From an optimization exercise on the open Yosys and OpenROAD flow, aimed at small area; shortcuts taken in it are not production practice.
Function was checked by simulation only, so behaviour that the tests miss may differ from the original.
No activity file was given, so power comes from the tool's default toggle rates.

== job 8939 ==
==> flow/design.v <==
module rf_aoi222 (
    input  logic a1, a2, b1, b2, c1, c2,
    output logic y
);
    assign y = ~((a1 & a2) | (b1 & b2) | (c1 & c2));
endmodule
module rf_nand4 (
    input  logic a, b, c, d,
    output logic y
);
    assign y = ~(a & b & c & d);
endmodule
module rf_nand2 (
    input  logic a, b,
    output logic y
);
    assign y = ~(a & b);
endmodule
module rf_ao2111 (
    input  logic a1, a2, b, c, d,
    output logic y
);
    assign y = (a1 & a2) | b | c | d;
endmodule
module rf_ao22 (
    input  logic we, wd, wen, q,
    output logic y
);
    assign y = (we & wd) | (wen & q);
endmodule
module rf_rdbit (
    input  logic [31:1] sel,
    input  logic [31:1] d,
    output logic        y
);
    logic [9:0] t;
    logic [2:0] s;
    for (genvar g = 0; g < 10; g++) begin : g_aoi
        rf_aoi222 u_aoi (
            .a1(sel[3*g+1]), .a2(d[3*g+1]),
            .b1(sel[3*g+2]), .b2(d[3*g+2]),
            .c1(sel[3*g+3]), .c2(d[3*g+3]),
            .y (t[g])
        );
    end
    rf_nand4  u_n0 (.a(t[0]), .b(t[1]), .c(t[2]), .d(t[3]), .y(s[0]));
    rf_nand4  u_n1 (.a(t[4]), .b(t[5]), .c(t[6]), .d(t[7]), .y(s[1]));
    rf_nand2  u_n2 (.a(t[8]), .b(t[9]), .y(s[2]));
    rf_ao2111 u_o  (.a1(sel[31]), .a2(d[31]), .b(s[0]), .c(s[1]), .d(s[2]), .y(y));
endmodule
module reg_file #(
    parameter int unsigned WIDTH = 32,
    parameter int unsigned CNT_W = 16
) (
    input  logic             CLK,
    input  logic             RST_n,
    input  logic [4:0]       rs,
    input  logic [4:0]       rt,
    input  logic [4:0]       rd,
    input  logic             RegDst,
    input  logic             RegWre,
    input  logic             DBDataSrc,
    input  logic [WIDTH-1:0] result,
    input  logic [WIDTH-1:0] DataOut,
    input  logic [4:0]       DbgAddr,
    output logic [WIDTH-1:0] ReadData1,
    output logic [WIDTH-1:0] ReadData2,
    output logic [WIDTH-1:0] DbgData,
    output logic [WIDTH-1:0] WriteData,
    output logic [CNT_W-1:0] WrCount
);
    logic [WIDTH-1:0] regs_q [1:31];
    logic [WIDTH-1:0] regs_d [1:31];
    logic [31:1]      valid_q;
    logic [CNT_W-1:0] wr_count_q;
    logic [4:0]       write_reg;
    logic [31:1]      we;
    logic [31:1]      wen;
    logic             wr_en;
    assign write_reg = RegDst ? rd : rt;
    assign WriteData = DBDataSrc ? DataOut : result;
    always_comb begin
        for (int i = 1; i < 32; i++) begin
            we[i] = RegWre && (write_reg == 5'(i));
        end
    end
    assign wen   = ~we;
    assign wr_en = |we;
    for (genvar i = 1; i < 32; i++) begin : g_word
        for (genvar b = 0; b < WIDTH; b++) begin : g_bit
            rf_ao22 u_next (
                .we(we[i]), .wd(WriteData[b]), .wen(wen[i]), .q(regs_q[i][b]),
                .y (regs_d[i][b])
            );
        end
    end
    always_ff @(posedge CLK) begin
        for (int i = 1; i < 32; i++) begin
            regs_q[i] <= regs_d[i];
        end
    end
    always_ff @(posedge CLK or negedge RST_n) begin
        if (!RST_n) begin
            valid_q    <= '0;
            wr_count_q <= '0;
        end else begin
            valid_q <= valid_q | we;
            if (wr_en && (wr_count_q != '1)) begin
                wr_count_q <= wr_count_q + CNT_W'(1);
            end
        end
    end
    logic [31:1] sel1, sel2, seld;
    always_comb begin
        for (int i = 1; i < 32; i++) begin
            sel1[i] = (rs      == 5'(i)) && valid_q[i];
            sel2[i] = (rt      == 5'(i)) && valid_q[i];
            seld[i] = (DbgAddr == 5'(i)) && valid_q[i];
        end
    end
    for (genvar b = 0; b < WIDTH; b++) begin : g_rd
        logic [31:1] col;
        for (genvar i = 1; i < 32; i++) begin : g_col
            assign col[i] = regs_q[i][b];
        end
        rf_rdbit u_rd1 (.sel(sel1), .d(col), .y(ReadData1[b]));
        rf_rdbit u_rd2 (.sel(sel2), .d(col), .y(ReadData2[b]));
        rf_rdbit u_rdd (.sel(seld), .d(col), .y(DbgData[b]));
    end
    assign WrCount = wr_count_q;
endmodule
export LEC_CHECK = 0
export CAP_MARGIN = 20
export CORE_MARGIN = 2
export CORE_UTILIZATION = 45
export PLACE_DENSITY = 0.7
export SLEW_MARGIN = 20
export SYNTH_HIERARCHICAL = 1
create_clock -name core_clock -period 8.0 [get_ports {CLK}]
standard.sh (not shown) runs the stock make flow with config.mk's settings and CLKGATE_MAP_FILE= SYNTH_SCRIPT=/design/flow/synth_recipe.tcl, a recipe that flattens the netlist after the stock synthesis.
==> flow/flow/run.sh <==
#!/bin/bash
# Own layout flow: the standard ORFS flow (standard synthesis included), with
#  - the port buffers made of buf_1 cells instead of the default clkdlybuf4s50_1,
#  - clock tree synthesis with small clkbuf_4 cells, sized clusters and no dummy loads.
# Each tool's full output stays in orfs/logs/ (ORFS's per-step logs); make's own
# output goes to make_finish.log.
set -euo pipefail
bash standard.sh finish \
  "BUFFER_PORTS_ARGS=-buffer_cell sky130_fd_sc_hd__buf_1" \
  "CTS_ARGS=-sink_clustering_enable -repair_clock_nets -dont_use_dummy_load -buf_list sky130_fd_sc_hd__clkbuf_4 -sink_clustering_size 9 -sink_clustering_max_diameter 45" \
  > make_finish.log 2>&1
Job 8939 ran to completion and came out clean on the timing, DRC and antenna checks.
diff inputs: job 8939 => job 1209
Settings: a change of CORE_UTILIZATION from 45 to 30; a change of SLEW_MARGIN from 20 to 5; an added CELL_PAD_IN_SITES_DETAIL_PLACEMENT of 1; a change of PLACE_DENSITY from 0.7 to 0.4; an added CELL_PAD_IN_SITES_GLOBAL_PLACEMENT of 2; a change of CAP_MARGIN from 20 to 5.
--- a/flow/flow/run.sh
+++ b/flow/flow/run.sh
@@ -8,4 +8,4 @@
 bash standard.sh finish \
   "BUFFER_PORTS_ARGS=-buffer_cell sky130_fd_sc_hd__buf_1" \
-  "CTS_ARGS=-sink_clustering_enable -repair_clock_nets -dont_use_dummy_load -buf_list sky130_fd_sc_hd__clkbuf_4 -sink_clustering_size 9 -sink_clustering_max_diameter 45" \
+  "CTS_ARGS=-sink_clustering_enable -repair_clock_nets -dont_use_dummy_load -buf_list sky130_fd_sc_hd__clkbuf_4 -sink_clustering_size 12 -sink_clustering_max_diameter 40" \
   > make_finish.log 2>&1
==> results.txt <==
Job 1209: no failed stages, no open violations at the end. [job 1209] fraction of area in registers fell 1.6 points relative to job 8939. Job 1209 ended up with a higher count of clock buffers in the final design than job 8939 did. Diff job 8939 -> job 1209: width of the die went up about 22%, design area rose by about 4%, fraction of layout instances using a drive strength above 1 went up by 3.5 points, slew at the pin closest to its max-slew limit +0.018 ns. First-iteration DRC count: job 1209 better than job 8939. Cmp job 1209 vs job 8939: latest clock arrival within the worst-skew pair higher in job 1209. Re die height: job 1209 is 22% up on job 8939. Total power consumption of the routed design (job 8939 / job 1209): 0.949. Re minimum clock period after layout: job 8939 and job 1209 aren't equal, and the lower value belongs to job 1209.
Setup changes, job 1209 to job 8330
Settings: PLACE_DENSITY changed from 0.4 to 0.6; CELL_PAD_IN_SITES_DETAIL_PLACEMENT removed (was 1); CELL_PAD_IN_SITES_GLOBAL_PLACEMENT removed (was 2); CAP_MARGIN changed from 5 to 20; CORE_UTILIZATION changed from 30 to 40; SLEW_MARGIN changed from 5 to 20.
--- a/flow/flow/run.sh
+++ b/flow/flow/run.sh
@@ -8,4 +8,4 @@
 bash standard.sh finish \
   "BUFFER_PORTS_ARGS=-buffer_cell sky130_fd_sc_hd__buf_1" \
-  "CTS_ARGS=-sink_clustering_enable -repair_clock_nets -dont_use_dummy_load -buf_list sky130_fd_sc_hd__clkbuf_4 -sink_clustering_size 12 -sink_clustering_max_diameter 40" \
+  "CTS_ARGS=-sink_clustering_enable -repair_clock_nets -dont_use_dummy_load -buf_list sky130_fd_sc_hd__clkbuf_4 -sink_clustering_size 10 -sink_clustering_max_diameter 35" \
   > make_finish.log 2>&1
==> comparison <==
Result: PASS for each of job 1209 and job 8330. Job 8330 vs job 1209, capture point of the critical path: DbgData[4] vs ReadData1[5]. Looking at post-detailed-placement cell area, job 8330 sits 2.5% lower than job 1209 does. Compared to job 1209, job 8330 has post-detailed-routing wire length about 18% lower. Final cell area: job 8330 below job 1209.

static timing again, ports no longer ideal:
How much do the figures lean on ideal ports? The routed layouts below were timed once more, with nothing changed but the port constraints. Step 1 assumes that a clkbuf_16 drives the clock port and a buf_2 every other input. Step 2 also shifts input and output timing later by t, the mid clock arrival at the registers, as if the neighbouring blocks saw the same clock. Three values: ideal ports, drivers, drivers and shift; two values: the first two.
run	shift t [ns]	setup WS [ns]	worst setup path at the end	cell pins on the clock port's net
job 8939	1.171	1.212 / 1.171 / 1.171	input to output	1
job 1209	1.251	1.259 / 1.236 / 1.236	input to output	1
job 8330	1.202	1.273 / 1.219 / 1.219	input to output	1
After both steps every run listed still meets setup and hold. For job 8330, which loses most, drivers alone change the setup slack by -0.054 ns; drivers and shift together by -0.054 ns.
